Source: an optimization exercise on an open RTL-to-GDS flow (aim: small area, a short achievable clock period and few clock cycles per item). Production flows keep margins and buffers that such runs may drop.
At most, simulation tests tie the RTL to the original design; equivalence was not proved.
No functional check of the RTL was part of runs 3 to 5.
Power and IR drop assume default switching activity.

===== flow/run.sh =====
#!/bin/bash
# synth_recipe.tcl (not shown) runs the flow's synth.tcl, then flattens the netlist and writes it again
# the make line also repeats each setting of config.mk as NAME=value (left out here)
make -C /OpenROAD-flow-scripts/flow DESIGN_CONFIG=/design/flow/config.mk WORK_HOME=/design/flow/orfs CLKGATE_MAP_FILE= SYNTH_SCRIPT=/design/flow/synth_recipe.tcl finish

===== flow/config.mk =====
export PLATFORM = sky130hd
export DESIGN_NAME = sensor_reading_band_statistics
export DESIGN_NICKNAME = sensor_reading_band_statistics
export VERILOG_FILES = /design/flow/design.v
export SDC_FILE = /design/flow/constraint.sdc
export NUM_CORES = 4
export LEC_CHECK = 0
export CAP_MARGIN = 20
export CORE_MARGIN = 2
export CORE_UTILIZATION = 40
export SETUP_SLACK_MARGIN = 3.0
export SLEW_MARGIN = 20

===== flow/constraint.sdc =====
create_clock -name core_clock -period 6.0 [get_ports {i_clk}]
set_input_delay 1.2000 -clock core_clock [delete_from_list [all_inputs] [get_ports {i_clk}]]
set_output_delay 1.2000 -clock core_clock [all_outputs]
set_load 0.01 [all_outputs]

===== flow/design.v =====
`default_nettype none
package srbs_pkg;
    localparam int unsigned LIMIT_W = 15;
    localparam int unsigned CNT_W   = 11;
    localparam int unsigned POS_W   = 10;
    localparam int unsigned SUM_W   = 25;
    localparam int unsigned DIV_STEPS = LIMIT_W;
    localparam int unsigned STEP_W    = 4;
    localparam logic [1:0] REG_NORMAL   = 2'd0;
    localparam logic [1:0] REG_WARNING  = 2'd1;
    localparam logic [1:0] REG_CRITICAL = 2'd2;
    localparam logic [1:0] REG_ALARM    = 2'd3;
    localparam logic [LIMIT_W-1:0] NORMAL_RESET   = 15'd464;
    localparam logic [LIMIT_W-1:0] WARNING_RESET  = 15'd704;
    localparam logic [LIMIT_W-1:0] CRITICAL_RESET = 15'd944;
    localparam logic [LIMIT_W-1:0] ALARM_RESET    = 15'd720;
    typedef struct packed {
        logic [LIMIT_W-1:0] normal_limit;
        logic [LIMIT_W-1:0] warning_limit;
        logic [LIMIT_W-1:0] critical_limit;
        logic [LIMIT_W-1:0] alarm_threshold;
    } t_cfg;
endpackage
`default_nettype wire
`default_nettype none
import srbs_pkg::*;
module srbs_regs (
    input  wire logic        i_clk,
    input  wire logic        i_rst_n,
    input  wire logic        psel,
    input  wire logic        penable,
    input  wire logic        pwrite,
    input  wire logic [3:0]  paddr,
    input  wire logic [31:0] pwdata,
    output logic      [31:0] prdata,
    output logic             pready,
    output srbs_pkg::t_cfg             o_cfg
);
    srbs_pkg::t_cfg             r_cfg;
    logic [1:0]       reg_idx;
    logic             wr_en;
    logic [LIMIT_W-1:0] rd_val;
    logic [LIMIT_W-1:0] r_rd_val;
    assign reg_idx = paddr[3:2];
    assign wr_en   = psel && penable && pwrite;
    assign pready  = 1'b1;
    always_ff @(posedge i_clk) begin
        if (!i_rst_n) begin
            r_cfg.normal_limit    <= NORMAL_RESET;
            r_cfg.warning_limit   <= WARNING_RESET;
            r_cfg.critical_limit  <= CRITICAL_RESET;
            r_cfg.alarm_threshold <= ALARM_RESET;
        end else if (wr_en) begin
            unique case (reg_idx)
                REG_NORMAL:   r_cfg.normal_limit    <= pwdata[LIMIT_W-1:0];
                REG_WARNING:  r_cfg.warning_limit   <= pwdata[LIMIT_W-1:0];
                REG_CRITICAL: r_cfg.critical_limit  <= pwdata[LIMIT_W-1:0];
                REG_ALARM:    r_cfg.alarm_threshold <= pwdata[LIMIT_W-1:0];
                default:      r_cfg <= r_cfg;
            endcase
        end
    end
    always_comb begin
        unique case (reg_idx)
            REG_NORMAL:   rd_val = r_cfg.normal_limit;
            REG_WARNING:  rd_val = r_cfg.warning_limit;
            REG_CRITICAL: rd_val = r_cfg.critical_limit;
            REG_ALARM:    rd_val = r_cfg.alarm_threshold;
            default:      rd_val = '0;
        endcase
    end
    always_ff @(posedge i_clk) begin
        r_rd_val <= rd_val;
    end
    assign prdata = {{(32-LIMIT_W){1'b0}}, r_rd_val};
    assign o_cfg  = r_cfg;
endmodule
`default_nettype wire
`default_nettype none
import srbs_pkg::*;
module srbs_ctrl (
    input  wire logic i_clk,
    input  wire logic i_rst_n,
    input  wire logic i_copy,      
    input  wire logic i_ready,
    output logic      o_busy,      
    output logic      o_div_step,  
    output logic      o_valid
);
    localparam logic [STEP_W-1:0] LAST_STEP = STEP_W'(DIV_STEPS - 1);
    logic              r_busy, r_valid;
    logic [STEP_W-1:0] r_step;
    assign o_div_step = r_busy && !r_valid;
    always_ff @(posedge i_clk) begin
        if (!i_rst_n) begin
            r_busy  <= 1'b0;
            r_valid <= 1'b0;
        end else if (i_copy) begin
            r_busy  <= 1'b1;
            r_valid <= 1'b0;
        end else if (r_valid) begin
            if (i_ready) begin
                r_busy  <= 1'b0;
                r_valid <= 1'b0;
            end
        end else if (r_busy && r_step == LAST_STEP) begin
            r_valid <= 1'b1;
        end
    end
    always_ff @(posedge i_clk) begin
        if (i_copy) begin
            r_step <= '0;
        end else if (o_div_step) begin
            r_step <= r_step + 1'b1;
        end
    end
    assign o_busy  = r_busy;
    assign o_valid = r_valid;
endmodule
`default_nettype wire
`default_nettype none
import srbs_pkg::*;
module srbs_dp #(
    parameter int unsigned CNT_CAP = 1024,
    parameter int unsigned POS_CAP = 1023
) (
    input  wire logic               i_clk,
    input  wire logic               i_rst_n,
    input  srbs_pkg::t_cfg          i_cfg,
    input  wire logic               i_valid,
    output logic                    o_ready,
    input  wire logic        [15:0] i_reading,
    input  wire logic               i_last,
    output logic                    o_copy,
    input  wire logic               i_busy,
    input  wire logic               i_div_step,
    output logic [LIMIT_W-1:0]      o_min_reading,
    output logic [LIMIT_W-1:0]      o_max_reading,
    output logic [LIMIT_W-1:0]      o_avg_reading,
    output logic [CNT_W-1:0]        o_valid_count,
    output logic [CNT_W-1:0]        o_skipped_count,
    output logic [CNT_W-1:0]        o_normal_count,
    output logic [CNT_W-1:0]        o_warning_count,
    output logic [CNT_W-1:0]        o_critical_count,
    output logic [CNT_W-1:0]        o_shutdown_count,
    output logic [POS_W-1:0]        o_first_alarm_index,
    output logic                    o_alarm_seen,
    output logic                    o_batch_empty
);
    localparam logic [CNT_W-1:0] CAP  = CNT_W'(CNT_CAP);
    localparam logic [POS_W-1:0] PCAP = POS_W'(POS_CAP);
    function automatic logic [CNT_W-1:0] sat_inc(input logic [CNT_W-1:0] v);
        sat_inc = (v >= CAP) ? CAP : v + 1'b1;
    endfunction
    logic               r_in_v, r_in_last;
    logic [15:0]        r_in_rd;
    logic               r_fresh, r_done;
    logic [LIMIT_W-1:0] r_min, r_max;
    logic [SUM_W-1:0]   r_sum;
    logic [CNT_W-1:0]   r_valid_total, r_skipped_total;
    logic [CNT_W-1:0]   r_band [4];
    logic [POS_W-1:0]   r_pos, r_alarm_idx;
    logic               r_alarm_flag, r_any;
    logic [LIMIT_W-1:0] r_o_min, r_o_max, r_o_avg;
    logic [CNT_W-2:0]   r_o_rem;
    logic [CNT_W-1:0]   r_o_valid, r_o_skipped;
    logic [CNT_W-1:0]   r_o_band [4];
    logic [POS_W-1:0]   r_o_alarm_idx;
    logic               r_o_alarm, r_o_empty;
    logic               stall, hold, fold, zero;
    logic               rd_ok;
    logic [LIMIT_W-1:0] rd_val;
    logic [1:0]         band_sel;
    logic               alarm_hit;
    logic [LIMIT_W-1:0] b_min, b_max;
    logic [SUM_W-1:0]   b_sum;
    logic [CNT_W-1:0]   b_valid_total, b_skipped_total;
    logic [CNT_W-1:0]   b_band [4];
    logic [POS_W-1:0]   b_pos, b_alarm_idx;
    logic               b_alarm_flag, b_any;
    logic [CNT_W-1:0]   rem_sh;
    logic               rem_ge;
    assign stall   = r_done && i_busy;
    assign hold    = r_in_v && stall;
    assign fold    = r_in_v && !stall;
    assign o_copy  = r_done && !i_busy;
    assign o_ready = !hold;
    assign zero    = r_fresh || r_done;
    always_ff @(posedge i_clk) begin
        if (!i_rst_n) begin
            r_in_v <= 1'b0;
        end else begin
            r_in_v <= hold || i_valid;
        end
    end
    always_ff @(posedge i_clk) begin
        if (!hold) begin
            r_in_rd   <= i_reading;
            r_in_last <= i_last;
        end
    end
    always_ff @(posedge i_clk) begin
        if (!i_rst_n) begin
            r_fresh <= 1'b1;
            r_done  <= 1'b0;
        end else if (fold) begin
            r_fresh <= 1'b0;
            r_done  <= r_in_last;
        end else if (o_copy) begin
            r_fresh <= 1'b1;
            r_done  <= 1'b0;
        end
    end
    assign rd_ok  = !r_in_rd[15];
    assign rd_val = r_in_rd[LIMIT_W-1:0];
    always_comb begin
        if (rd_val <= i_cfg.normal_limit) begin
            band_sel = 2'd0;
        end else if (rd_val <= i_cfg.warning_limit) begin
            band_sel = 2'd1;
        end else if (rd_val <= i_cfg.critical_limit) begin
            band_sel = 2'd2;
        end else begin
            band_sel = 2'd3;
        end
    end
    assign alarm_hit = rd_val >= i_cfg.alarm_threshold;
    assign b_min           = zero ? '0 : r_min;
    assign b_max           = zero ? '0 : r_max;
    assign b_sum           = zero ? '0 : r_sum;
    assign b_valid_total   = zero ? '0 : r_valid_total;
    assign b_skipped_total = zero ? '0 : r_skipped_total;
    assign b_pos           = zero ? '0 : r_pos;
    assign b_alarm_idx     = zero ? '0 : r_alarm_idx;
    assign b_alarm_flag    = !zero && r_alarm_flag;
    assign b_any           = !zero && r_any;
    always_comb begin
        for (int b = 0; b < 4; b++) begin
            b_band[b] = zero ? '0 : r_band[b];
        end
    end
    always_ff @(posedge i_clk) begin
        if (fold) begin
            r_min           <= b_min;
            r_max           <= b_max;
            r_sum           <= b_sum;
            r_valid_total   <= b_valid_total;
            r_skipped_total <= b_skipped_total;
            r_alarm_idx     <= b_alarm_idx;
            r_alarm_flag    <= b_alarm_flag;
            r_any           <= b_any;
            for (int b = 0; b < 4; b++) begin
                r_band[b] <= b_band[b];
            end
            if (!rd_ok) begin
                r_skipped_total <= sat_inc(b_skipped_total);
            end else begin
                r_any <= 1'b1;
                if (!b_any || rd_val < b_min) begin
                    r_min <= rd_val;
                end
                if (!b_any || rd_val > b_max) begin
                    r_max <= rd_val;
                end
                if (b_valid_total < CAP) begin
                    r_sum <= b_sum + SUM_W'(rd_val);
                end
                r_valid_total    <= sat_inc(b_valid_total);
                r_band[band_sel] <= sat_inc(b_band[band_sel]);
                if (alarm_hit && !b_alarm_flag) begin
                    r_alarm_flag <= 1'b1;
                    r_alarm_idx  <= b_pos;
                end
            end
            r_pos <= (b_pos < PCAP) ? b_pos + 1'b1 : b_pos;
        end
    end
    assign rem_sh = {r_o_rem, r_o_avg[LIMIT_W-1]};
    assign rem_ge = !r_o_empty && (rem_sh >= r_o_valid);
    always_ff @(posedge i_clk) begin
        if (o_copy) begin
            r_o_min       <= r_min;
            r_o_max       <= r_max;
            r_o_rem       <= r_sum[SUM_W-1:LIMIT_W];
            r_o_avg       <= r_sum[LIMIT_W-1:0];
            r_o_valid     <= r_valid_total;
            r_o_skipped   <= r_skipped_total;
            r_o_alarm_idx <= r_alarm_idx;
            r_o_alarm     <= r_alarm_flag;
            r_o_empty     <= !r_any;
            for (int b = 0; b < 4; b++) begin
                r_o_band[b] <= r_band[b];
            end
        end else if (i_div_step) begin
            r_o_rem <= rem_ge ? (CNT_W-1)'(rem_sh - r_o_valid) : rem_sh[CNT_W-2:0];
            r_o_avg <= {r_o_avg[LIMIT_W-2:0], rem_ge};
        end
    end
    assign o_min_reading       = r_o_min;
    assign o_max_reading       = r_o_max;
    assign o_avg_reading       = r_o_avg;
    assign o_valid_count       = r_o_valid;
    assign o_skipped_count     = r_o_skipped;
    assign o_normal_count      = r_o_band[0];
    assign o_warning_count     = r_o_band[1];
    assign o_critical_count    = r_o_band[2];
    assign o_shutdown_count    = r_o_band[3];
    assign o_first_alarm_index = r_o_alarm_idx;
    assign o_alarm_seen        = r_o_alarm;
    assign o_batch_empty       = r_o_empty;
endmodule
`default_nettype wire
`default_nettype none
import srbs_pkg::*;
module sensor_reading_band_statistics #(
    parameter int unsigned MAX_READINGS = 1024
) (
    input  wire logic               i_clk,
    input  wire logic               i_rst_n,
    input  wire logic               i_valid,
    output logic                    o_ready,
    input  wire logic signed [15:0] i_reading,
    input  wire logic               i_last,
    output logic                    o_valid,
    input  wire logic               i_ready,
    output logic [LIMIT_W-1:0]      o_min_reading,
    output logic [LIMIT_W-1:0]      o_max_reading,
    output logic [LIMIT_W-1:0]      o_avg_reading,
    output logic [CNT_W-1:0]        o_valid_count,
    output logic [CNT_W-1:0]        o_skipped_count,
    output logic [CNT_W-1:0]        o_normal_count,
    output logic [CNT_W-1:0]        o_warning_count,
    output logic [CNT_W-1:0]        o_critical_count,
    output logic [CNT_W-1:0]        o_shutdown_count,
    output logic [POS_W-1:0]        o_first_alarm_index,
    output logic                    o_alarm_seen,
    output logic                    o_batch_empty,
    input  wire logic               psel,
    input  wire logic               penable,
    input  wire logic               pwrite,
    input  wire logic [3:0]         paddr,
    input  wire logic [31:0]        pwdata,
    output logic      [31:0]        prdata,
    output logic                    pready
);
    localparam int unsigned CNT_CAP = (MAX_READINGS > 2047) ? 2047 : MAX_READINGS;
    localparam int unsigned POS_CAP = (MAX_READINGS - 1 > 1023) ? 1023 : MAX_READINGS - 1;
    srbs_pkg::t_cfg cfg;
    logic           copy, busy, div_step;
    srbs_regs u_regs (
        .i_clk   (i_clk),
        .i_rst_n (i_rst_n),
        .psel    (psel),
        .penable (penable),
        .pwrite  (pwrite),
        .paddr   (paddr),
        .pwdata  (pwdata),
        .prdata  (prdata),
        .pready  (pready),
        .o_cfg   (cfg)
    );
    srbs_ctrl u_ctrl (
        .i_clk      (i_clk),
        .i_rst_n    (i_rst_n),
        .i_copy     (copy),
        .i_ready    (i_ready),
        .o_busy     (busy),
        .o_div_step (div_step),
        .o_valid    (o_valid)
    );
    srbs_dp #(
        .CNT_CAP (CNT_CAP),
        .POS_CAP (POS_CAP)
    ) u_dp (
        .i_clk               (i_clk),
        .i_rst_n             (i_rst_n),
        .i_cfg               (cfg),
        .i_valid             (i_valid),
        .o_ready             (o_ready),
        .i_reading           (i_reading),
        .i_last              (i_last),
        .o_copy              (copy),
        .i_busy              (busy),
        .i_div_step          (div_step),
        .o_min_reading       (o_min_reading),
        .o_max_reading       (o_max_reading),
        .o_avg_reading       (o_avg_reading),
        .o_valid_count       (o_valid_count),
        .o_skipped_count     (o_skipped_count),
        .o_normal_count      (o_normal_count),
        .o_warning_count     (o_warning_count),
        .o_critical_count    (o_critical_count),
        .o_shutdown_count    (o_shutdown_count),
        .o_first_alarm_index (o_first_alarm_index),
        .o_alarm_seen        (o_alarm_seen),
        .o_batch_empty       (o_batch_empty)
    );
endmodule
`default_nettype wire

==> impl_metrics.ini, run 1 <==
[finish]
final_cell_mix = edfxtp_1, nand2_1, clkdlybuf4s50_1
insertedDiodeCount = 0
final_common_cell = edfxtp_1
fin_nets = 2203
area_delta_synth_final_pct = 33.9
finish.instance_area_um2 = 25500
fillers = 4042
drive_gt1_frac = 0.213

[drt]
routed_wl_um = 52700
firstDrtPassIters = 6
via_per_inst = 5.36
drc = 0
first_iter_violations = 1068
wl_per_cell_um = 19.8
vias = 14300
ant_nets = 0

[global_route]
grt_pass1_vias = 14200
grt_pass1_wl_um = 80400
grt.overflow.total = 0
track_usage = 0.208
grt_max_degree = 70
antenna_found_initial = 0

[placed_design]
gp_congestion = 0.837
numPortBuffers = 180
post-dp-hpwl_um = 33600
placed_area_um2 = 21500

[cts]
clk_pin_slew_worst_paths_ns = 0.06
clkLatencyLatePin_ns = 0.58
cts_max_path_buffers = 3
cts_root_buffer = clkbuf_16
clock_tree.htree_level_count = 2
cts_buffers = 42
cts_hold_buf = 0
cts_tree = built
clock_sinks = 377

[critical_path]
crit_path_start_kind = register
critPathSlowestCell = edfxtp_1
crit_arrival_ns = 3.84
end_kind = register
path_cells = ha_4 -> nand4_1 -> buf_6 -> nor4_4 -> buf_4 -> a21oi_4 -> o221a_4 -> o32ai_4 -> nand4_2 -> nor4b_4 -> xor2_2 -> o21ai_1
crit_type = reg2reg
reg2reg_slack_ns = 2.48
required_ns = 6.32
cp_slowest_stage_delay_ns = 0.51
critical_path_buf_inv_count = 2
critPathTopFamily = simple AND/OR/NAND/NOR gates
crit_fanout = 6

[timing]
period_share = 0.586
worst_pin_slew_ns = 1.09
rsz0062_at_grt = yes
setup_tns_ns = 0
maxSlewHeadroom = 0.270
setup_violations = 0
hold_violations = 0
skew_ns = 0.0203
drv_slew = 0
timing.fmax_mhz = 284
min_period_ns = 3.52

[floorplan]
core_um2 = 47400
num_rows = 80
dieArea_um2 = 49500
start_util = 0.402
ios = 218
die_width_um = 222
fp.dieH_um = 222

[status]
status = timing/DRC/antenna clean

[power_and_ir_drop]
power_density_nw_per_um2 = 253
leakagePower_nw = 9.66
vdd_drop_max_mv = 0.158

[logic_synthesis]
ys_types = 90
synthesis.area_um2 = 19100
synth_edf_count = 293
yosysWarnings = 5
synth_seq_cells = 377
syn_area_per_cell_um2 = 11.2
syn-instance-count = 1696
async_flop_share = 0
synthFlopType = edfxtp_1
ys_seq_area_frac = 0.549

[worst_hold_path]
hp-class = reg2reg

[run]
drv_cap = 0
==> final timing paths <==
| check | start | to | cells after the start |
|---|---|---|---|
| min reg2reg | u_dp.r_alarm_idx[2] | u_dp.r_o_alarm_idx[2] | 0 |
| max | u_dp.r_in_rd[8] | u_dp.r_band[3][9] | 12 |
| max reg2reg | u_dp.r_in_rd[8] | u_dp.r_band[3][9] | 12 |
| min | u_dp.r_alarm_idx[2] | u_dp.r_o_alarm_idx[2] | 0 |
==> report_power, final <==
| part | internal (W) | switching, W |
|---|---|---|
| clock network | 0.00148 | 0.00107 |
| logic | 0.000412 | 0.000478 |
| registers | 0.00294 | 0.0000848 |
==> synth_stat cells (all sizes together) (3+ instances only) <==
cell       n  area (um^2)
a211oi    13         97.6
a21bo      3         30.0
a21boi    49          379
a21o      21          165
a21oi     61          317
a31o       3         26.3
a31oi      7         50.1
a32o       3         30.0
and2      27          169
and3      14         87.6
and4       3         26.3
buf       29          199
clkbuf    44          165
dfxtp     84         1680
edfxtp   293         8800
ha       121         1510
inv      118          443
mux2       3         33.8
mux2i     49          490
mux4      15          338
nand2    296         1130
nand2b    11         68.8
nand3     48          240
nand3b     4         30.0
nand4     32          234
nor2      78          298
nor2b     10         62.6
nor3      10         66.3
nor4       3         33.8
o2111ai    3         26.3
o211a      3         30.0
o211ai    23          191
o21a      19          143
o21ai     87          435
o21bai     3         22.5
o221ai     4         53.8
o31ai      8         88.8
or2        4         25.0
or3        9         61.3
xnor2     17          149
xor2      29          254
==> layer usage <==
layer / up-vias / GRT usage / share of wire
met2: 432 / 0.343 / 0.48
met1: 7025 / 0.280 / 0.44
met5: - / 0 / 0
li1: 6762 / - / -
met3: 81 / 0.0332 / 0.055
met4: 0 / 0.0667 / 0.025
==> cell type report <==
class,count,area (um^2),area share
sequential,377,10500,0.411
multi-input combinational,1147,9210,0.360
timing repair buffer,334,3280,0.129
clock buffer,60,1160,0.0453
tap,615,769,0.0301
inverter,118,457,0.0179
clock inverter,18,185,0.00725
==> sequential cells by signal (all words and copies together), names as in the netlist, 15 cells and up <==
name	count
u_dp.r_o_max	15
u_dp.r_o_avg	15
u_dp.r_max	15
u_dp.r_o_min	15
u_regs.r_cfg	60
u_dp.r_sum	25
u_dp.r_min	15
u_dp.r_o_band	44
u_dp.r_band	44
u_regs.r_rd_val	15
u_dp.r_in_rd	16
==> metrics by stage <==
step,hold WS (ns),total power (W),utilization,instances,setup slack [ns]
detailed placement,0.426,0.00373,0.454,2446,1.74
finish,0.450,0.00646,0.539,2669,2.48
CTS,0.455,0.00644,0.518,2624,2.56
floorplan,0.417,0.00351,-,1712,2.45
global route,0.465,0.00671,0.539,2669,2.36
global placement,0.427,0.00371,0.454,2446,1.83
==> kinds of logic (layout without fill, tap and decap cells) <==
kind of cell | Yosys count | count (layout) | share of synthesized area
xor+xnor | 46 | 46 | 0.0211
other cells | 2 | 18 | 0.000394
mux | 67 | 67 | 0.0452
flops | 377 | 377 | 0.549
buf+inv | 191 | 530 | 0.0423
fa+ha+maj | 123 | 123 | 0.0815
simple gates | 557 | 558 | 0.138
compound gates | 333 | 335 | 0.122
==> repair_timing <==
action / CTS / global route
pin swaps: 56 / 83
setup buffers: 94 / 44
cloned: 6 / 1
setup endpoints to repair: 148 / 151
gates resized for setup: 168 / 119
==> worst register-to-register path: cells and delay by family (launching register included) <==
kind | cells | cell delay, ns
compound gates | 4 | 0.81
flops | 1 | 0.51
fa+ha+maj | 1 | 0.33
buf+inv | 2 | 0.35
xor+xnor | 1 | 0.28
simple gates | 4 | 1.00
Testbench counts, summed over its fixed seeds: cycles 13,449, batches 384.
==> run 2, diff against run 1 <==
--- a/flow/config.mk
+++ b/flow/config.mk
@@ -9,4 +9,3 @@
 export CORE_MARGIN = 2
 export CORE_UTILIZATION = 40
-export SETUP_SLACK_MARGIN = 3.0
 export SLEW_MARGIN = 20
==> run 2 against run 1 <==
Net effect:
- synthesized area did not move
- still clean
- via count decreased by 6.0%
- worst hold slack got worse by 0.0057 ns
- clock power is 3% higher
- sequential share of layout area increased by 4.8 points
- critical endpoint is now u_dp.r_band[2][8]
- fmax is 17% lower
- sequential power barely moved
==> impl_metrics.ini, run 2 <==
[cts]
cts_buffers = 41
ctsResizeCount = 0
cts_max_path_buffers = 3
clkLatencyLatePin_ns = 0.57
clock_tree.htree_level_count = 2
clk_pin_slew_worst_paths_ns = 0.07
cts_hold_buf = 0
cts_root_buffer = clkbuf_16
post-cts-setup-buffer-count = 0
clock_sinks = 377
cts_tree = built

[drt]
wl_per_cell_um = 19.3
via_per_inst = 5.33
drc = 0
vias = 13400
ant_nets = 0
routed_wl_um = 48800
firstDrtPassIters = 8
first_iter_violations = 867

[run]
drv_cap = 0

[critical_path]
reg2reg_slack_ns = 1.74
crit_arrival_ns = 4.56
end_kind = register
crit_type = reg2reg
rr_endpoint = u_dp.r_band[2][8]
crit_fanout = 19
required_ns = 6.30
r2r_cells = 14
regToRegStartpoint = u_dp.r_in_rd[14]
crit_path_start_kind = register

[finish]
area_delta_synth_final_pct = 19.7
fillers = 4361
regMostFlops = u_regs.r_cfg
reg_top3 = u_regs.r_cfg: 60 flops, u_dp.r_band: 44 flops, u_dp.r_o_band: 44 flops
finish.instance_area_um2 = 22800
fin_nets = 2056
fin_cells = 2521
postLayoutCoreUtil = 0.481
insertedDiodeCount = 0
final_common_cell = nand2_1
largest_register_ff_count = 60
drive_gt1_frac = 0.0771
final_cell_mix = nand2_1, edfxtp_1, clkdlybuf4s50_1

[timing]
drv_slew = 0
worst_pin_slew_ns = 1.08
rsz0062_at_grt = no
min_period_ns = 4.26
maxSlewHeadroom = 0.279
skew_ns = 0.0238
period_share = 0.709
setup_violations = 0
setup_tns_ns = 0
hold_violations = 0
timing.fmax_mhz = 235

[logic_synthesis]
ys_types = 90
synth_top_area_cell = edfxtp_1
syn-instance-count = 1696
synthFlopType = edfxtp_1
synth_most_common_cell = nand2_1
synth_seq_cells = 377
synth_edf_count = 293
synth_common_cells = nand2_1, edfxtp_1, ha_1
async_flop_share = 0
synth.area.top_cells = edfxtp_1, dfxtp_1, ha_1
syn_area_per_cell_um2 = 11.2
synth_top_area_share = 0.461
yosysWarnings = 5
ys_seq_area_frac = 0.549
synthesis.area_um2 = 19100

[global_route]
grt_max_degree = 73
grt.overflow.total = 0
track_usage = 0.197
antenna_found_initial = 0
grt_pass1_wl_um = 76100
grt_pass1_vias = 13400

[power_and_ir_drop]
leakagePower_nw = 8.54
vdd_drop_max_mv = 0.181
power_density_nw_per_um2 = 276

[floorplan]
ios = 218
die_width_um = 222
dieArea_um2 = 49500
num_rows = 80
core_um2 = 47400
fp.dieH_um = 222
start_util = 0.402

[worst_hold_path]
hold_end = u_dp.r_o_max[6]
worstHoldStart = u_dp.r_max[6]
hold_depth = 0
hp-class = reg2reg

[placed_design]
numPortBuffers = 180
gp_congestion = 0.843
placed_area_um2 = 21400
dpl.cell_count = 2445
post-dp-hpwl_um = 34000

[status]
status = timing/DRC/antenna clean
## run 2: cell counts after synthesis
Identical to the previous run, type by type.
## run 2: critical path: stages (launching register included)
cell and delay, ns:
edfxtp_1 0.66, ha_1 0.46, nand4_1 0.12, nor3_2 0.34
o31ai_2 0.19, a21boi_4 0.61, nand2_4 0.16, o221ai_2 0.27
nand2_1 0.11, inv_1 0.09, ha_1 0.21, nand4_2 0.15
nor3b_2 0.22, xnor2_1 0.25, o31ai_1 0.15
## run 2: how the worst max path moves through the flow
stage,startpoint,end,slack [ns]
2_1_floorplan,u_dp.r_done,u_dp.r_o_alarm,1.53
3_3_place_gp,u_dp.r_in_rd[14],u_dp.r_band[2][6],1.82
3_5_place_dp,u_dp.r_in_rd[13],u_dp.r_band[1][6],1.77
4_1_cts,u_dp.r_in_rd[14],u_dp.r_band[2][8],1.76
5_1_grt,u_dp.r_in_rd[14],u_dp.r_band[2][8],1.39
6_report,u_dp.r_in_rd[14],u_dp.r_band[2][8],1.74
## run 2: per-layer routing
| metal | vias to the layer above | global-route usage | part of all wire |
|---|---|---|---|
| met5 | - | 0 | 0 |
| met4 | 0 | 0.0697 | 0.028 |
| met3 | 75 | 0.0327 | 0.051 |
| met2 | 351 | 0.324 | 0.47 |
| met1 | 6560 | 0.263 | 0.45 |
| li1 | 6462 | - | - |
## run 2: cell families after synthesis
family,Yosys count,share of synthesized area
xor+xnor,46,0.0211
simple gates,557,0.138
fa+ha+maj,123,0.0815
flops,377,0.549
other cells,2,0.000394
buf+inv,191,0.0423
compound gates,333,0.122
mux,67,0.0452
## run 2: final cells by class
| type | instances | area (um^2) | share of cell area |
|---|---|---|---|
| clock buffers | 53 | 1140 | 0.0501 |
| clock inverters | 23 | 254 | 0.0111 |
| repair buffers | 191 | 1880 | 0.0822 |
| flip-flops and latches | 377 | 10500 | 0.459 |
| well taps | 615 | 769 | 0.0337 |
| inverters | 118 | 448 | 0.0196 |
| multi-input cells | 1144 | 7860 | 0.344 |
## run 2: where the power goes
part	switching, W	internal (W)	total (W)
sequential	0.0000985	0.00294	0.00304
combinational	0.000371	0.000264	0.000635
clock	0.00106	0.00157	0.00262
## run 2: metrics by stage
stage,power (W),setup slack [ns],hold WS [ns]
6_report,0.00630,1.74,0.445
3_3_place_gp,0.00371,1.82,0.431
4_1_cts,0.00638,1.76,0.447
3_5_place_dp,0.00373,1.77,0.435
2_1_floorplan,0.00349,1.53,0.417
5_1_grt,0.00654,1.39,0.462
==> run 3, diff against run 2 <==
--- a/flow/design.v
+++ b/flow/design.v
@@ -151,9 +151,10 @@
     localparam logic [POS_W-1:0] PCAP = POS_W'(POS_CAP);
     function automatic logic [CNT_W-1:0] sat_inc(input logic [CNT_W-1:0] v);
-        sat_inc = (v >= CAP) ? CAP : v + 1'b1;
+        sat_inc = v[CNT_W-1] ? v : v + 1'b1;
     endfunction
-    logic               r_in_v, r_in_last;
-    logic [15:0]        r_in_rd;
-    logic               r_fresh, r_done;
+    logic               r_in_v, r_in_last, r_in_ok, r_in_alarm;
+    logic [LIMIT_W-1:0] r_in_val;
+    logic [3:0]         r_in_band;
+    logic               r_fresh, r_done, r_zero;
     logic [LIMIT_W-1:0] r_min, r_max;
     logic [SUM_W-1:0]   r_sum;
@@ -168,15 +169,10 @@
     logic [POS_W-1:0]   r_o_alarm_idx;
     logic               r_o_alarm, r_o_empty;
-    logic               stall, hold, fold, zero;
+    logic               stall, hold, fold, n_fresh, n_done;
     logic               rd_ok;
     logic [LIMIT_W-1:0] rd_val;
-    logic [1:0]         band_sel;
-    logic               alarm_hit;
-    logic [LIMIT_W-1:0] b_min, b_max;
-    logic [SUM_W-1:0]   b_sum;
-    logic [CNT_W-1:0]   b_valid_total, b_skipped_total;
-    logic [CNT_W-1:0]   b_band [4];
-    logic [POS_W-1:0]   b_pos, b_alarm_idx;
-    logic               b_alarm_flag, b_any;
+    logic [3:0]         band_hit;
+    logic               ok_in, skip_in, alarm_in, first_alarm;
+    logic               min_take, max_take;
     logic [CNT_W-1:0]   rem_sh;
     logic               rem_ge;
@@ -186,5 +182,18 @@
     assign o_copy  = r_done && !i_busy;
     assign o_ready = !hold;
-    assign zero    = r_fresh || r_done;
+    assign rd_ok  = !i_reading[15];
+    assign rd_val = i_reading[LIMIT_W-1:0];
+    always_comb begin
+        band_hit = 4'b0000;
+        if (rd_val <= i_cfg.normal_limit) begin
+            band_hit[0] = 1'b1;
+        end else if (rd_val <= i_cfg.warning_limit) begin
+            band_hit[1] = 1'b1;
+        end else if (rd_val <= i_cfg.critical_limit) begin
+            band_hit[2] = 1'b1;
+        end else begin
+            band_hit[3] = 1'b1;
+        end
+    end
     always_ff @(posedge i_clk) begin
         if (!i_rst_n) begin
@@ -196,6 +205,20 @@
     always_ff @(posedge i_clk) begin
         if (!hold) begin
-            r_in_rd   <= i_reading;
-            r_in_last <= i_last;
+            r_in_val   <= rd_val;
+            r_in_last  <= i_last;
+            r_in_ok    <= rd_ok;
+            r_in_alarm <= rd_ok && (rd_val >= i_cfg.alarm_threshold);
+            r_in_band  <= rd_ok ? band_hit : 4'b0000;
+        end
+    end
+    always_comb begin
+        n_fresh = r_fresh;
+        n_done  = r_done;
+        if (fold) begin
+            n_fresh = 1'b0;
+            n_done  = r_in_last;
+        end else if (o_copy) begin
+            n_fresh = 1'b1;
+            n_done  = 1'b0;
         end
     end
@@ -204,74 +227,63 @@
             r_fresh <= 1'b1;
             r_done  <= 1'b0;
-        end else if (fold) begin
-            r_fresh <= 1'b0;
-            r_done  <= r_in_last;
-        end else if (o_copy) begin
-            r_fresh <= 1'b1;
-            r_done  <= 1'b0;
-        end
-    end
-    assign rd_ok  = !r_in_rd[15];
-    assign rd_val = r_in_rd[LIMIT_W-1:0];
-    always_comb begin
-        if (rd_val <= i_cfg.normal_limit) begin
-            band_sel = 2'd0;
-        end else if (rd_val <= i_cfg.warning_limit) begin
-            band_sel = 2'd1;
-        end else if (rd_val <= i_cfg.critical_limit) begin
-            band_sel = 2'd2;
+            r_zero  <= 1'b1;
         end else begin
-            band_sel = 2'd3;
-        end
-    end
-    assign alarm_hit = rd_val >= i_cfg.alarm_threshold;
-    assign b_min           = zero ? '0 : r_min;
-    assign b_max           = zero ? '0 : r_max;
-    assign b_sum           = zero ? '0 : r_sum;
-    assign b_valid_total   = zero ? '0 : r_valid_total;
-    assign b_skipped_total = zero ? '0 : r_skipped_total;
-    assign b_pos           = zero ? '0 : r_pos;
-    assign b_alarm_idx     = zero ? '0 : r_alarm_idx;
-    assign b_alarm_flag    = !zero && r_alarm_flag;
-    assign b_any           = !zero && r_any;
-    always_comb begin
-        for (int b = 0; b < 4; b++) begin
-            b_band[b] = zero ? '0 : r_band[b];
+            r_fresh <= n_fresh;
+            r_done  <= n_done;
+            r_zero  <= n_fresh || n_done;
         end
     end
+    assign ok_in       = r_in_v && r_in_ok;
+    assign skip_in     = r_in_v && !r_in_ok;
+    assign alarm_in    = r_in_v && r_in_alarm;
+    assign first_alarm = alarm_in && (r_zero || !r_alarm_flag);
+    assign min_take    = ok_in && (r_zero || !r_any || r_in_val < r_min);
+    assign max_take    = ok_in && (r_zero || !r_any || r_in_val > r_max);
     always_ff @(posedge i_clk) begin
-        if (fold) begin
-            r_min           <= b_min;
-            r_max           <= b_max;
-            r_sum           <= b_sum;
-            r_valid_total   <= b_valid_total;
-            r_skipped_total <= b_skipped_total;
-            r_alarm_idx     <= b_alarm_idx;
-            r_alarm_flag    <= b_alarm_flag;
-            r_any           <= b_any;
-            for (int b = 0; b < 4; b++) begin
-                r_band[b] <= b_band[b];
+        if (!stall) begin
+            if (min_take) begin
+                r_min <= r_in_val;
+            end else if (r_zero) begin
+                r_min <= '0;
             end
-            if (!rd_ok) begin
-                r_skipped_total <= sat_inc(b_skipped_total);
-            end else begin
-                r_any <= 1'b1;
-                if (!b_any || rd_val < b_min) begin
-                    r_min <= rd_val;
-                end
-                if (!b_any || rd_val > b_max) begin
-                    r_max <= rd_val;
-                end
-                if (b_valid_total < CAP) begin
-                    r_sum <= b_sum + SUM_W'(rd_val);
-                end
-                r_valid_total    <= sat_inc(b_valid_total);
-                r_band[band_sel] <= sat_inc(b_band[band_sel]);
-                if (alarm_hit && !b_alarm_flag) begin
-                    r_alarm_flag <= 1'b1;
-                    r_alarm_idx  <= b_pos;
+            if (max_take) begin
+                r_max <= r_in_val;
+            end else if (r_zero) begin
+                r_max <= '0;
+            end
+            if (r_zero) begin
+                r_sum <= ok_in ? SUM_W'(r_in_val) : '0;
+            end else if (ok_in && !r_valid_total[CNT_W-1]) begin
+                r_sum <= r_sum + SUM_W'(r_in_val);
+            end
+            if (r_zero) begin
+                r_valid_total <= CNT_W'(ok_in);
+            end else if (ok_in) begin
+                r_valid_total <= sat_inc(r_valid_total);
+            end
+            if (r_zero) begin
+                r_skipped_total <= CNT_W'(skip_in);
+            end else if (skip_in) begin
+                r_skipped_total <= sat_inc(r_skipped_total);
+            end
+            for (int b = 0; b < 4; b++) begin
+                if (r_zero) begin
+                    r_band[b] <= CNT_W'(r_in_v && r_in_band[b]);
+                end else if (r_in_v && r_in_band[b]) begin
+                    r_band[b] <= sat_inc(r_band[b]);
                 end
             end
-            r_pos <= (b_pos < PCAP) ? b_pos + 1'b1 : b_pos;
+            if (r_zero) begin
+                r_pos <= POS_W'(r_in_v);
+            end else if (r_in_v && r_pos != PCAP) begin
+                r_pos <= r_pos + 1'b1;
+            end
+            if (first_alarm) begin
+                r_alarm_idx <= r_zero ? '0 : r_pos;
+            end else if (r_zero) begin
+                r_alarm_idx <= '0;
+            end
+            r_alarm_flag <= alarm_in || (!r_zero && r_alarm_flag);
+            r_any        <= ok_in || (!r_zero && r_any);
         end
     end
==> run 3 against run 2 <==
Net effect:
- worst hold slack worse by 0.021 ns
- highest routed layer unchanged
- combinational power is 13% higher
- non-clock buffer count is 6 higher
- wire length is 8.6% lower
- cell count is 1.6% lower
- register-to-register slack better by 1.2 ns
- sequential power is 6% higher
- final area is 1.4% lower
- synthesized area is 1.9% lower
- global-route usage is 1.3 points lower
- clock power hardly changed
- fmax is 23% higher
- still clean
==> impl_metrics.ini, run 3 <==
[finish]
largest_register_ff_count = 60
drive_gt1_frac = 0.0651
regMostFlops = u_regs.r_cfg
fin_nets = 2027
area_delta_synth_final_pct = 20.3
reg_top3 = u_regs.r_cfg: 60 flops, u_dp.r_band: 44 flops, u_dp.r_o_band: 44 flops
final_cell_mix = edfxtp_1, nand2_1, clkdlybuf4s50_1
insertedDiodeCount = 0
final_common_cell = edfxtp_1
postLayoutCoreUtil = 0.486

[floorplan]
fp.dieH_um = 220
core_um2 = 46400
start_util = 0.404
ios = 218
num_rows = 79
die_width_um = 220
dieArea_um2 = 48500

[cts]
cts_max_path_buffers = 3
cts_tree = built
cts_hold_buf = 0
clk_pin_slew_worst_paths_ns = 0.06
ctsResizeCount = 0
clock_sinks = 383
clkLatencyLatePin_ns = 0.58
cts_buffers = 43
cts_root_buffer = clkbuf_16
clock_tree.htree_level_count = 2
post-cts-setup-buffer-count = 0

[status]
status = timing/DRC/antenna clean

[power_and_ir_drop]
leakagePower_nw = 8.46
power_density_nw_per_um2 = 292
pwr-share-comb = 0.109
internal-power_w = 0.00493
power_frac_clock = 0.399
swShare = 0.250
p_sw_w = 0.00164
power_frac_seq = 0.492
vdd_drop_max_mv = 0.186

[run]
drv_cap = 0

[worst_hold_path]
hp-class = reg2reg
hold_depth = 0

[drt]
ant_nets = 0
via_per_inst = 5.21
routed_wl_um = 44600
first_iter_violations = 849
firstDrtPassIters = 5
wl_per_cell_um = 18.0
drc = 0
vias = 12900

[logic_synthesis]
syn-instance-count = 1657
syn_area_per_cell_um2 = 11.3
ys_seq_area_frac = 0.569
synth_edf_count = 298
synth_top_area_share = 0.478
synth_seq_cells = 383
synth.area.top_cells = edfxtp_1, dfxtp_1, ha_1
synth_common_cells = edfxtp_1, nand2_1, ha_1
synth_top_area_cell = edfxtp_1
synth_most_common_cell = edfxtp_1
yosysWarnings = 5
synthesis.area_um2 = 18700
synthFlopType = edfxtp_1
ys_types = 67
async_flop_share = 0

[global_route]
grt_max_degree = 76
antenna_found_initial = 0
grt_pass1_vias = 12800
track_usage = 0.184
grt_pass1_wl_um = 69300
grt.overflow.total = 0

[critical_path]
crit_path_start_kind = register
required_ns = 4.80
crit_arrival_ns = 2.27
crit_fanout = 20
r2r_cells = 8
crit_type = reg2out
end_kind = output pin

[placed_design]
post-dp-hpwl_um = 31600
numPortBuffers = 180
gp_congestion = 0.846

[timing]
skew_ns = 0.0212
worst_pin_slew_ns = 1.01
hold_violations = 0
drv_slew = 0
min_period_ns = 3.47
setup_violations = 0
timing.fmax_mhz = 288
rsz0062_at_grt = no
period_share = 0.579
setup_tns_ns = 0
maxSlewHeadroom = 0.326
## run 3: changes by cell type after synthesis, moves of 10 or more
| cell | change |
|---|---|
| or3_1 | +23 |
| nor2b_1 | +13 |
| a21o_1 | +10 |
| and3_1 | +11 |
| o21ai_1 | -17 |
| nand3_1 | +14 |
| a21boi_0 | +10 |
| mux2i_1 | -44 |
| nand4_1 | -15 |
| nand2_1 | -66 |
| nor2_1 | +11 |
## run 3: critical path, cell delays in order, from the launching register on
cell and delay, ns:
dfxtp_1 0.85, nand2_1 0.28, clkdlybuf4s50_1 0.56
## run 3: final cells by class
type	count	area, um^2
clock buffers	60	1210
clock inverters	18	175
fillers	4173	23800
inverters	119	449
multi-input cells	1097	7340
flip-flops and latches	383	10700
well taps	607	759
repair buffers	197	1930
## run 3: logic make-up after synthesis
logic type               Yosys count  share of synthesized area
adder cells (fa/ha/maj)          126                     0.0850
AO/OA/AOI/OAI                    333                      0.119
AND/OR/NAND/NOR                  544                      0.136
buffers and inverters            193                     0.0430
flip-flops                       383                      0.569
other                              2                   0.000401
XOR/XNOR                          51                     0.0239
multiplexers                      25                     0.0237
## run 3: final timing paths
path,from,endpoint,slack [ns]
worst max-delay path,u_dp.r_in_v,o_ready,2.53
worst min-delay path,u_dp.r_alarm_idx[7],u_dp.r_o_alarm_idx[7],0.42
worst max register to register,u_dp.r_zero,u_dp.r_min[1],2.98
worst min register to register,u_dp.r_alarm_idx[7],u_dp.r_o_alarm_idx[7],0.42
## run 3: power groups by stage
| stage | Combinational [W] | Clock, W | Sequential, W |
|---|---|---|---|
| floorplan | 0.000488 | 0 | 0.00323 |
| global placement | 0.000697 | 0 | 0.00328 |
| detailed placement | 0.000713 | 0 | 0.00329 |
| CTS | 0.000718 | 0.00269 | 0.00323 |
| global route | 0.000808 | 0.00279 | 0.00325 |
| finish | 0.000717 | 0.00262 | 0.00323 |
## run 3: through the flow
step	total power, W	cells	cell area, um^2	setup slack [ns]	hold WS, ns
final	0.00657	2481	22500	2.53	0.424
after global routing	0.00685	2481	22500	2.35	0.441
after CTS	0.00664	2480	22500	2.41	0.426
after detailed placement	0.00400	2402	21100	2.10	0.410
after global placement	0.00398	2402	21100	2.07	0.407
after floorplan	0.00372	1673	18800	1.51	0.400
## run 3: layer usage
layer	GRT usage	vias up	share of wire
met5	0	-	0
met4	0.0725	0	0.031
met3	0.0301	78	0.047
met2	0.304	277	0.47
met1	0.242	6254	0.45
li1	-	6311	-
==> run 4, diff against run 3 <==
--- a/flow/design.v
+++ b/flow/design.v
@@ -85,4 +85,5 @@
     input  wire logic i_ready,
     output logic      o_busy,      
+    output logic      o_busy_next,
     output logic      o_div_step,  
     output logic      o_valid
@@ -115,5 +116,6 @@
         end
     end
-    assign o_busy  = r_busy;
+    assign o_busy      = r_busy;
+    assign o_busy_next = i_rst_n && (i_copy || (r_busy && !(r_valid && i_ready)));
     assign o_valid = r_valid;
 endmodule
@@ -134,4 +136,5 @@
     output logic                    o_copy,
     input  wire logic               i_busy,
+    input  wire logic               i_busy_next,
     input  wire logic               i_div_step,
     output logic [LIMIT_W-1:0]      o_min_reading,
@@ -169,5 +172,5 @@
     logic [POS_W-1:0]   r_o_alarm_idx;
     logic               r_o_alarm, r_o_empty;
-    logic               stall, hold, fold, n_fresh, n_done;
+    logic               stall, hold, fold, n_fresh, n_done, n_in_v, r_ready;
     logic               rd_ok;
     logic [LIMIT_W-1:0] rd_val;
@@ -181,5 +184,5 @@
     assign fold    = r_in_v && !stall;
     assign o_copy  = r_done && !i_busy;
-    assign o_ready = !hold;
+    assign o_ready = r_ready;
     assign rd_ok  = !i_reading[15];
     assign rd_val = i_reading[LIMIT_W-1:0];
@@ -200,5 +203,13 @@
             r_in_v <= 1'b0;
         end else begin
-            r_in_v <= hold || i_valid;
+            r_in_v <= n_in_v;
+        end
+    end
+    assign n_in_v = hold || i_valid;
+    always_ff @(posedge i_clk) begin
+        if (!i_rst_n) begin
+            r_ready <= 1'b1;
+        end else begin
+            r_ready <= !(n_in_v && n_done && i_busy_next);
         end
     end
@@ -359,5 +370,5 @@
     localparam int unsigned POS_CAP = (MAX_READINGS - 1 > 1023) ? 1023 : MAX_READINGS - 1;
     srbs_pkg::t_cfg cfg;
-    logic           copy, busy, div_step;
+    logic           copy, busy, busy_next, div_step;
     srbs_regs u_regs (
         .i_clk   (i_clk),
@@ -378,4 +389,5 @@
         .i_ready    (i_ready),
         .o_busy     (busy),
+        .o_busy_next(busy_next),
         .o_div_step (div_step),
         .o_valid    (o_valid)
@@ -394,4 +406,5 @@
         .o_copy              (copy),
         .i_busy              (busy),
+        .i_busy_next         (busy_next),
         .i_div_step          (div_step),
         .o_min_reading       (o_min_reading),
--- a/flow/config.mk
+++ b/flow/config.mk
@@ -6,6 +6,8 @@
 export NUM_CORES = 4
 export LEC_CHECK = 0
+export ABC_CLOCK_PERIOD_IN_PS = 2500
 export CAP_MARGIN = 20
 export CORE_MARGIN = 2
 export CORE_UTILIZATION = 40
+export SETUP_SLACK_MARGIN = 3.4
 export SLEW_MARGIN = 20
==> run 4 against run 3 <==
Net effect:
- clock power barely moved
- utilization grew 1.6 points
- sequential share of layout area down 0.67 points
- register-to-register slack better by 0.46 ns
- clock-buffer cell count decreased by 2
==> impl_metrics.ini, run 4 <==
[status]
status = timing/DRC/antenna clean

[logic_synthesis]
synth.area.top_cells = edfxtp_1, dfxtp_1, ha_1
yosysWarnings = 5
synth_seq_cells = 384
synthesis.area_um2 = 18500
syn_area_per_cell_um2 = 11.6
synthFlopType = edfxtp_1
synth_top_area_share = 0.483
ys_types = 65
synth_most_common_cell = edfxtp_1
syn-instance-count = 1593
synth_top_area_cell = edfxtp_1
synth_edf_count = 298
ys_seq_area_frac = 0.576
async_flop_share = 0
synth_common_cells = edfxtp_1, nand2_1, ha_1

[finish]
postLayoutCoreUtil = 0.502
final_common_cell = edfxtp_1
drive_gt1_frac = 0.134
fin_nets = 2010
final_cell_mix = edfxtp_1, nand2_1, dlygate4sd2_1
multi_input_area_um2 = 7580
reg_top3 = u_regs.r_cfg: 60 flops, u_dp.r_band: 44 flops, u_dp.r_o_band: 44 flops
fillers = 4070
area_delta_synth_final_pct = 23.5
largest_register_ff_count = 60
regMostFlops = u_regs.r_cfg
seqCellArea_um2 = 10700

[timing]
finalWorstSetupSlack_ns = 3.30
holdWs_ns = 0.419
skew_ns = 0.0224
rsz0062_at_grt = yes
worst_pin_slew_ns = 1.08
setup_tns_ns = 0
period_share = 0.450
drv_slew = 0
min_period_ns = 2.70
hold_violations = 0
maxSlewHeadroom = 0.278
setup_violations = 0
timing.fmax_mhz = 370

[placed_design]
numPortBuffers = 180
post-dp-hpwl_um = 30600
dp_slack_ns = 2.20
gp_congestion = 0.819

[critical_path]
end_kind = register
reg2reg_slack_ns = 3.44
crit_path_start_kind = input pin
required_ns = 6.40
critPathLaunch = i_reading[9]
r2r_cells = 9
crit_arrival_ns = 3.10
rr_endpoint = u_dp.r_sum[23]
crit_fanout = 5
cp-endpoint = u_dp.r_in_band[3]
regToRegStartpoint = u_dp.r_in_val[1]
crit_type = in2reg

[global_route]
track_usage = 0.183
grt.overflow.total = 0
grt_max_degree = 78
antenna_found_initial = 1
grt_pass1_wl_um = 68400
grt_pass1_vias = 12600

[power_and_ir_drop]
vdd_drop_max_mv = 0.186
power_density_nw_per_um2 = 289
leakagePower_nw = 8.81
p_total_w = 0.00663

[drt]
wl_per_cell_um = 17.8
vias = 12700
via_per_inst = 5.15
first_iter_violations = 833
firstDrtPassIters = 5
drc = 0
ant_nets = 0
routed_wl_um = 43800

[floorplan]
die_width_um = 219
start_util = 0.407
fp.dieH_um = 219
core_um2 = 45600
dieArea_um2 = 48100
num_rows = 78
ios = 218

[cts]
cts_hold_buf = 0
clock_tree.htree_level_count = 2
cts_root_buffer = clkbuf_16
cts_max_path_buffers = 3
cts_buffers = 43
clk_pin_slew_worst_paths_ns = 0.06
cts_tree = built
clock_sinks = 384
clkLatencyLatePin_ns = 0.57

[worst_hold_path]
worstHoldStart = u_dp.r_alarm_idx[0]
hp-class = reg2reg

[run]
drv_cap = 0
## run 4: cell types whose count changed in the layout (fill, tap and decap cells not counted), moves of 15 or more
cell | before | now
buf_4 | 16 | 50
clkdlybuf4s50_1 | 178 | 23
dlygate4sd2_1 | 0 | 143
ha_1 | 124 | 103
ha_4 | 0 | 15
nand2_1 | 228 | 175
o21ai_0 | 66 | 51
## run 4: cell families (layout without fill, tap and decap cells)
logic type | after synthesis | after routing | synth area share
AND/OR/NAND/NOR | 489 | 489 | 0.126
flip-flops | 384 | 384 | 0.576
AO/OA/AOI/OAI | 306 | 306 | 0.109
buffers and inverters | 184 | 434 | 0.0411
adder cells (fa/ha/maj) | 126 | 126 | 0.0859
XOR/XNOR | 62 | 62 | 0.0293
multiplexers | 40 | 40 | 0.0330
other | 2 | 19 | 0.000405
## run 4: worst min-delay path by stage
stage,cells after the start,slack [ns],end
after floorplan,0,0.40,u_dp.r_o_alarm_idx[0]
after global placement,0,0.41,u_dp.r_o_alarm_idx[4]
after detailed placement,0,0.41,u_dp.r_o_alarm_idx[7]
after CTS,0,0.42,u_dp.r_o_alarm_idx[7]
after global routing,0,0.43,u_dp.r_o_alarm_idx[0]
final,0,0.42,u_dp.r_o_alarm_idx[0]
## run 4: layer usage
metal | GRT usage | part of all wire
met1 | 0.242 | 0.44
met4 | 0.0676 | 0.035
met5 | 0 | 0
met3 | 0.0335 | 0.048
met2 | 0.302 | 0.48
## run 4: critical path, cell delays in order
cell,delay [ns]
clkbuf_4,0.17
ha_4,0.27
and4_4,0.22
nand4_1,0.21
a21oi_2,0.31
a2111oi_4,0.10
a31oi_2,0.23
nand3b_1,0.14
a311oi_2,0.25
## run 4: per-stage QoR
| step | cell area, um^2 | std cells |
|---|---|---|
| finish | 22900 | 2460 |
| global route | 22900 | 2460 |
| CTS | 22500 | 2433 |
| detailed placement | 21000 | 2337 |
| global placement | 21000 | 2337 |
| floorplan | 18700 | 1609 |
## run 4: power by group
group / internal [W] / switching [W] / total [W]
Clock: 0.00153 / 0.00107 / 0.00261
Sequential: 0.00308 / 0.000146 / 0.00322
Combinational: 0.000355 / 0.000441 / 0.000796
Total: 0.00497 / 0.00166 / 0.00663
## run 4: final cells by class
cell class | count | share of cell area
repair buffers | 237 | 0.0898
inverters | 117 | 0.0192
well taps | 600 | 0.0328
flip-flops and latches | 384 | 0.466
diodes | 1 | 0.000109
clock inverters | 22 | 0.0101
multi-input cells | 1041 | 0.331
clock buffers | 58 | 0.0505
## run 4: what timing repair did
item                                    in CTS  in global routing
gates cloned                                 1                  0
setup buffers                               15                 26
endpoints found under the setup margin     257                 88
resized for setup                          193                 73
pin swaps                                    8                 33
==> run 5, diff against run 4 <==
--- a/flow/config.mk
+++ b/flow/config.mk
@@ -6,5 +6,4 @@
 export NUM_CORES = 4
 export LEC_CHECK = 0
-export ABC_CLOCK_PERIOD_IN_PS = 2500
 export CAP_MARGIN = 20
 export CORE_MARGIN = 2
==> run 5 against run 4 <==
Net effect:
- utilization unchanged
- critical path depth unchanged
- synthesized area unchanged
- critical path type unchanged
- critical endpoint unchanged
==> impl_metrics.ini, run 5 <==
[status]
status = timing/DRC/antenna clean

[logic_synthesis]
synthesis.area_um2 = 18500
synth_fa_ha_area_frac = 0.0859
synth_xor_area_frac = 0.0293
synth_edf_count = 298
yosysWarnings = 5
synth_top_family_by_area = simple AND/OR/NAND/NOR gates
synth.area.top_cells = edfxtp_1, dfxtp_1, ha_1
async_flop_share = 0
synth_seq_cells = 384
synth_compound_area_frac = 0.109
synth_most_common_cell = edfxtp_1
synth_top_area_cell = edfxtp_1
ys_types = 65
ys_seq_area_frac = 0.576
synth_top_area_share = 0.483
syn-instance-count = 1593
muxShareOfSynthArea = 0.0330
synth_common_cells = edfxtp_1, nand2_1, ha_1
yosys.area_share.simple = 0.126
syn_area_per_cell_um2 = 11.6
synthFlopType = edfxtp_1

[timing]
period_share = 0.450
drv_slew = 0
maxSlewHeadroom = 0.278
hold_violations = 0
skew_ns = 0.0224
timing.fmax_mhz = 370
setup_tns_ns = 0
worst_pin_slew_ns = 1.08
rsz0062_at_grt = yes
setup_violations = 0
min_period_ns = 2.70

[critical_path]
required_ns = 6.40
path_cells = clkbuf_4 -> ha_4 -> and4_4 -> nand4_1 -> a21oi_2 -> a2111oi_4 -> a31oi_2 -> nand3b_1 -> a311oi_2
rr_endpoint = u_dp.r_sum[23]
critPathTopFamily = compound AO/OA/AOI/OAI gates
r2r_cells = 9
critPathSlowestCell = a21oi_2
critPathLaunch = i_reading[9]
critical_path_buf_inv_count = 1
cp-endpoint = u_dp.r_in_band[3]
cp_slowest_stage_delay_ns = 0.31
reg2reg_slack_ns = 3.44
crit_arrival_ns = 3.10
crit_path_start_kind = input pin
crit_fanout = 5
crit_type = in2reg
end_kind = register
worstSetupPathDepth = 9
regToRegStartpoint = u_dp.r_in_val[1]

[cts]
clock_tree.htree_level_count = 2
clk_pin_slew_worst_paths_ns = 0.06
cts_tree = built
cts_max_path_buffers = 3
cts_buffers = 43
cts_root_buffer = clkbuf_16
cts_hold_buf = 0
clkLatencyLatePin_ns = 0.57
clock_sinks = 384

[power_and_ir_drop]
power_density_nw_per_um2 = 289
leakagePower_nw = 8.81
vdd_drop_max_mv = 0.186

[drt]
ant_nets = 0
drc = 0
via_per_inst = 5.15
first_iter_violations = 833
vias = 12700
routed_wl_um = 43800
firstDrtPassIters = 5
wl_per_cell_um = 17.8

[finish]
reg_top3 = u_regs.r_cfg: 60 flops, u_dp.r_band: 44 flops, u_dp.r_o_band: 44 flops
fin_nets = 2010
final_common_cell = edfxtp_1
area_delta_synth_final_pct = 23.5
regMostFlops = u_regs.r_cfg
finish.instance_area_um2 = 22900
fillers = 4070
largest_register_ff_count = 60
drive_gt1_frac = 0.134
final_cell_mix = edfxtp_1, nand2_1, dlygate4sd2_1

[placed_design]
gp_congestion = 0.819
post-dp-hpwl_um = 30600
placed_area_um2 = 21000
numPortBuffers = 180

[floorplan]
start_util = 0.407
num_rows = 78
dieArea_um2 = 48100
die_width_um = 219
core_um2 = 45600
fp.dieH_um = 219
ios = 218

[global_route]
grt_max_degree = 78
track_usage = 0.183
antenna_found_initial = 1
grt_use_met3 = 0.0335
met2_usage = 0.302
grt_pass1_wl_um = 68400
grt_util_met1 = 0.242
top_usage_layer = met2
grt_pass1_vias = 12600
grt.overflow.total = 0

[run]
drv_cap = 0

[worst_hold_path]
worstHoldStart = u_dp.r_alarm_idx[0]
hp-class = reg2reg
-- run 5: cell counts after synthesis --
Identical to the previous run, type by type.
-- run 5: layer usage --
metal | wire length [um] | up-vias
li1 | - | 6169
met1 | 19300 | 6104
met2 | 20900 | 313
met3 | 2120 | 78
met4 | 1520 | 0
met5 | 0 | -
-- run 5: cell type report --
class / instances / area, um^2 / share of cell area
diodes: 1 / 2.50 / 0.000109
flip-flops and latches: 384 / 10700 / 0.466
inverters: 117 / 439 / 0.0192
clock inverters: 22 / 231 / 0.0101
repair buffers: 237 / 2060 / 0.0898
well taps: 600 / 751 / 0.0328
multi-input cells: 1041 / 7580 / 0.331
clock buffers: 58 / 1160 / 0.0505
-- run 5: timing repair --
item	CTS	global route
gates cloned	1	0
resized for setup	193	73
endpoints found under the setup margin	257	88
buffers inserted	15	26
pin swaps	8	33
-- run 5: kinds of logic after synthesis --
kind of cell	count (synthesis)
other	2
and+or+nand+nor	489
adders and majority gates	126
DFF	384
buffers and inverters	184
xor gates and xnor gates	62
muxes	40
AOI/OAI and AO/OA	306
-- run 5: worst min path at each step --
stage	end	slack, ns	cells past startpoint
2_1_floorplan	u_dp.r_o_alarm_idx[0]	0.40	0
3_3_place_gp	u_dp.r_o_alarm_idx[4]	0.41	0
3_5_place_dp	u_dp.r_o_alarm_idx[7]	0.41	0
4_1_cts	u_dp.r_o_alarm_idx[7]	0.42	0
5_1_grt	u_dp.r_o_alarm_idx[0]	0.43	0
6_report	u_dp.r_o_alarm_idx[0]	0.42	0
-- run 5: metrics by stage --
| step | hold WS (ns) | total power, W | utilization | cells | worst slack (ns) |
|---|---|---|---|---|---|
| floorplan | 0.400 | 0.00373 | - | 1609 | 3.35 |
| finish | 0.419 | 0.00663 | 0.502 | 2460 | 3.30 |
| global placement | 0.407 | 0.00398 | 0.461 | 2337 | 2.17 |
| global route | 0.430 | 0.00693 | 0.502 | 2460 | 3.24 |
| detailed placement | 0.405 | 0.00401 | 0.461 | 2337 | 2.20 |
| CTS | 0.419 | 0.00664 | 0.493 | 2433 | 3.28 |
-- run 5: worst reg2reg max path: cells and delay by family (launching register included) --
kind            cells  cell delay, ns
compound gates      5            0.83
buf+inv             1            0.19
flops               1            0.47
simple gates        2            0.66
fa+ha+maj           1            0.26
-- run 5: where the power goes --
part / total, W / switching, W / leakage (nW) / internal, W
Combinational: 0.000796 / 0.000441 / 4.33 / 0.000355
Sequential: 0.00322 / 0.000146 / 3.81 / 0.00308
Clock: 0.00261 / 0.00107 / 0.670 / 0.00153
Total: 0.00663 / 0.00166 / 8.81 / 0.00497
==> run 6, diff against run 5 <==
--- a/flow/design.v
+++ b/flow/design.v
@@ -86,4 +86,5 @@
     output logic      o_busy,      
     output logic      o_busy_next,
+    output logic      o_free,      
     output logic      o_div_step,  
     output logic      o_valid
@@ -117,4 +118,5 @@
     end
     assign o_busy      = r_busy;
+    assign o_free      = !r_busy;
     assign o_busy_next = i_rst_n && (i_copy || (r_busy && !(r_valid && i_ready)));
     assign o_valid = r_valid;
@@ -136,4 +138,5 @@
     output logic                    o_copy,
     input  wire logic               i_busy,
+    input  wire logic               i_free,
     input  wire logic               i_busy_next,
     input  wire logic               i_div_step,
@@ -158,5 +161,5 @@
     logic               r_in_v, r_in_last, r_in_ok, r_in_alarm;
     logic [LIMIT_W-1:0] r_in_val;
-    logic [3:0]         r_in_band;
+    logic [2:0]         r_in_le;
     logic               r_fresh, r_done, r_zero;
     logic [LIMIT_W-1:0] r_min, r_max;
@@ -175,28 +178,20 @@
     logic               rd_ok;
     logic [LIMIT_W-1:0] rd_val;
-    logic [3:0]         band_hit;
+    logic [2:0]         le_in;
+    logic [3:0]         band_in;
     logic               ok_in, skip_in, alarm_in, first_alarm;
     logic               min_take, max_take;
     logic [CNT_W-1:0]   rem_sh;
     logic               rem_ge;
-    assign stall   = r_done && i_busy;
+    assign stall   = r_done && !i_free;
     assign hold    = r_in_v && stall;
     assign fold    = r_in_v && !stall;
-    assign o_copy  = r_done && !i_busy;
+    assign o_copy  = r_done && i_free;
     assign o_ready = r_ready;
     assign rd_ok  = !i_reading[15];
     assign rd_val = i_reading[LIMIT_W-1:0];
-    always_comb begin
-        band_hit = 4'b0000;
-        if (rd_val <= i_cfg.normal_limit) begin
-            band_hit[0] = 1'b1;
-        end else if (rd_val <= i_cfg.warning_limit) begin
-            band_hit[1] = 1'b1;
-        end else if (rd_val <= i_cfg.critical_limit) begin
-            band_hit[2] = 1'b1;
-        end else begin
-            band_hit[3] = 1'b1;
-        end
-    end
+    assign le_in[0] = rd_val <= i_cfg.normal_limit;
+    assign le_in[1] = rd_val <= i_cfg.warning_limit;
+    assign le_in[2] = rd_val <= i_cfg.critical_limit;
     always_ff @(posedge i_clk) begin
         if (!i_rst_n) begin
@@ -219,6 +214,6 @@
             r_in_last  <= i_last;
             r_in_ok    <= rd_ok;
-            r_in_alarm <= rd_ok && (rd_val >= i_cfg.alarm_threshold);
-            r_in_band  <= rd_ok ? band_hit : 4'b0000;
+            r_in_alarm <= rd_val >= i_cfg.alarm_threshold;
+            r_in_le    <= le_in;
         end
     end
@@ -247,5 +242,9 @@
     assign ok_in       = r_in_v && r_in_ok;
     assign skip_in     = r_in_v && !r_in_ok;
-    assign alarm_in    = r_in_v && r_in_alarm;
+    assign alarm_in    = ok_in && r_in_alarm;
+    assign band_in[0]  = ok_in && r_in_le[0];
+    assign band_in[1]  = ok_in && !r_in_le[0] && r_in_le[1];
+    assign band_in[2]  = ok_in && !r_in_le[0] && !r_in_le[1] && r_in_le[2];
+    assign band_in[3]  = ok_in && !r_in_le[0] && !r_in_le[1] && !r_in_le[2];
     assign first_alarm = alarm_in && (r_zero || !r_alarm_flag);
     assign min_take    = ok_in && (r_zero || !r_any || r_in_val < r_min);
@@ -280,6 +279,6 @@
             for (int b = 0; b < 4; b++) begin
                 if (r_zero) begin
-                    r_band[b] <= CNT_W'(r_in_v && r_in_band[b]);
-                end else if (r_in_v && r_in_band[b]) begin
+                    r_band[b] <= CNT_W'(band_in[b]);
+                end else if (band_in[b]) begin
                     r_band[b] <= sat_inc(r_band[b]);
                 end
@@ -370,5 +369,5 @@
     localparam int unsigned POS_CAP = (MAX_READINGS - 1 > 1023) ? 1023 : MAX_READINGS - 1;
     srbs_pkg::t_cfg cfg;
-    logic           copy, busy, busy_next, div_step;
+    logic           copy, busy, busy_next, free, div_step;
     srbs_regs u_regs (
         .i_clk   (i_clk),
@@ -390,4 +389,5 @@
         .o_busy     (busy),
         .o_busy_next(busy_next),
+        .o_free     (free),
         .o_div_step (div_step),
         .o_valid    (o_valid)
@@ -407,4 +407,5 @@
         .i_busy              (busy),
         .i_busy_next         (busy_next),
+        .i_free              (free),
         .i_div_step          (div_step),
         .o_min_reading       (o_min_reading),
==> run 6 against run 5 <==
Net effect:
- still clean
- final area is 1.2% lower
- largest cell class unchanged
- critical path type unchanged
- setup slack gained 0.13 ns
- synthesized area is 0.41% lower
==> impl_metrics.ini, run 6 <==
[status]
status = timing/DRC/antenna clean

[logic_synthesis]
synth_top_area_cell = edfxtp_1
synth_common_cells = edfxtp_1, nand2_1, ha_1
synth_most_common_cell = edfxtp_1
synth.area.top_cells = edfxtp_1, dfxtp_1, ha_1
synthFlopType = edfxtp_1
ys_seq_area_frac = 0.577
syn_area_per_cell_um2 = 11.8
syn-instance-count = 1567
synthesis.area_um2 = 18500
synth_edf_count = 297

[timing]
rsz0062_at_grt = yes
min_period_ns = 2.57
hold_violations = 0
timing.fmax_mhz = 388
skew_ns = 0.0222
setup_tns_ns = 0
setup_violations = 0
worst_pin_slew_ns = 1.07
maxSlewHeadroom = 0.290

[critical_path]
critical_path_buf_inv_count = 1
required_ns = 6.34
end_kind = register
critPathSlowestCell = o31ai_2
crit_path_start_kind = input pin
reg2reg_slack_ns = 3.48
critPathTopFamily = compound AO/OA/AOI/OAI gates
crit_fanout = 5

[finish]
fin_cells = 2427
fin_nets = 1981
finish.instance_area_um2 = 22600
regMostFlops = u_regs.r_cfg
drive_gt1_frac = 0.116
reg_top3 = u_regs.r_cfg: 60 flops, u_dp.r_band: 44 flops, u_dp.r_o_band: 44 flops
final_cell_mix = edfxtp_1, nand2_1, dlygate4sd2_1

[power_and_ir_drop]
power_frac_seq = 0.495
vdd_drop_max_mv = 0.178
p_sw_w = 0.00163
pwr-share-comb = 0.117
swShare = 0.250
power_density_nw_per_um2 = 289
leakagePower_nw = 8.75
power_frac_clock = 0.388
internal-power_w = 0.00489

[floorplan]
core_um2 = 45500
start_util = 0.406
ios = 218
num_rows = 78
dieArea_um2 = 47900
die_width_um = 219

[drt]
vias = 12400
drc = 0
ant_nets = 0
wl_per_cell_um = 18.2
via_per_inst = 5.12

[placed_design]
gp_congestion = 0.813
numPortBuffers = 180
dpl.cell_count = 2311
post-dp-hpwl_um = 30100

[cts]
cts_max_path_buffers = 3
cts_buffers = 43
clk_pin_slew_worst_paths_ns = 0.06
clock_sinks = 383
clock_tree.htree_level_count = 2

[global_route]
antenna_found_initial = 1
grt.overflow.total = 0
grt_pass1_wl_um = 67200
grt_pass1_vias = 12300
grt_max_degree = 80

[worst_hold_path]
hp-class = reg2reg

[run]
drv_cap = 0
## run 6: worst register-to-register path, cell delays in order, from the launching register on
cell,delay [ns]
edfxtp_1,0.44
buf_4,0.17
ha_1,0.21
fa_1,0.42
nor2b_1,0.14
o21ai_1,0.11
a21boi_1,0.22
o21a_1,0.15
o21ai_0,0.07
a31oi_1,0.24
o21ai_1,0.08
## run 6: kinds of logic (layout without fill, tap and decap cells)
kind of cell               Yosys count  in the layout  share of synthesized area
AOI/OAI and AO/OA                  295            297                      0.107
muxes                               42             42                     0.0342
buffers and inverters              186            428                     0.0427
and+or+nand+nor                    466            466                      0.121
xor gates and xnor gates            67             67                     0.0318
DFF                                383            383                      0.577
other                                2             18                   0.000407
adders and majority gates          126            126                     0.0862
## run 6: area by class of cell
class,count,area (um^2)
flip-flops and latches,383,10600
multi-input cells,1016,7390
fillers,4100,22900
repair buffers,230,2030
clock inverters,24,203
inverters,121,454
clock buffers,53,1140
well taps,600,751
## run 6: metal layers
layer	routed length, um	global-route usage
met1	19100	0.234
met2	21700	0.313
met3	2290	0.0308
met4	1040	0.0610
met5	15	0
## run 6: repair_timing
action	4_1_cts	5_1_grt
endpoints found under the setup margin	333	114
pin swaps	7	19
gates cloned	2	1
gates resized for setup	178	45
buffers inserted	20	16
## run 6: power groups by stage
stage | combinational [W] | clock, W | sequential (W)
after floorplan | 0.000487 | 0 | 0.00324
after global placement | 0.000693 | 0 | 0.00328
after detailed placement | 0.000712 | 0 | 0.00329
after CTS | 0.000725 | 0.00260 | 0.00323
after global routing | 0.000850 | 0.00269 | 0.00326
final | 0.000762 | 0.00253 | 0.00323
## run 6: final timing paths
kind / from / endpoint / depth (start not counted)
worst min-delay path: u_dp.r_alarm_idx[5] / u_dp.r_o_alarm_idx[5] / 0
worst max-delay path: i_reading[5] / u_dp.r_in_le[2] / 8
worst min register to register: u_dp.r_alarm_idx[5] / u_dp.r_o_alarm_idx[5] / 0
worst max register to register: u_dp.r_o_valid[0] / u_dp.r_o_rem[6] / 10
## run 6: metrics by stage
step           hold slack [ns]  setup WS (ns)  utilization  total power, W
3_5_place_dp             0.406           2.23        0.459         0.00400
5_1_grt                  0.433           3.34        0.497         0.00680
3_3_place_gp             0.406           2.28        0.459         0.00398
4_1_cts                  0.419           3.39        0.490         0.00656
6_report                 0.420           3.43        0.497         0.00653
2_1_floorplan            0.400           3.35            -         0.00372
Testbench counts of run 6, summed over its fixed seeds: cycles 13,449, batches 384.

Check on run 6: ideal ports give 3.426 ns setup slack; a clkbuf_16 on the clock port and buf_2 on the inputs give 3.378 ns; moving port delays by the midpoint clock arrival (0.617 ns) as well gives 2.836 ns.
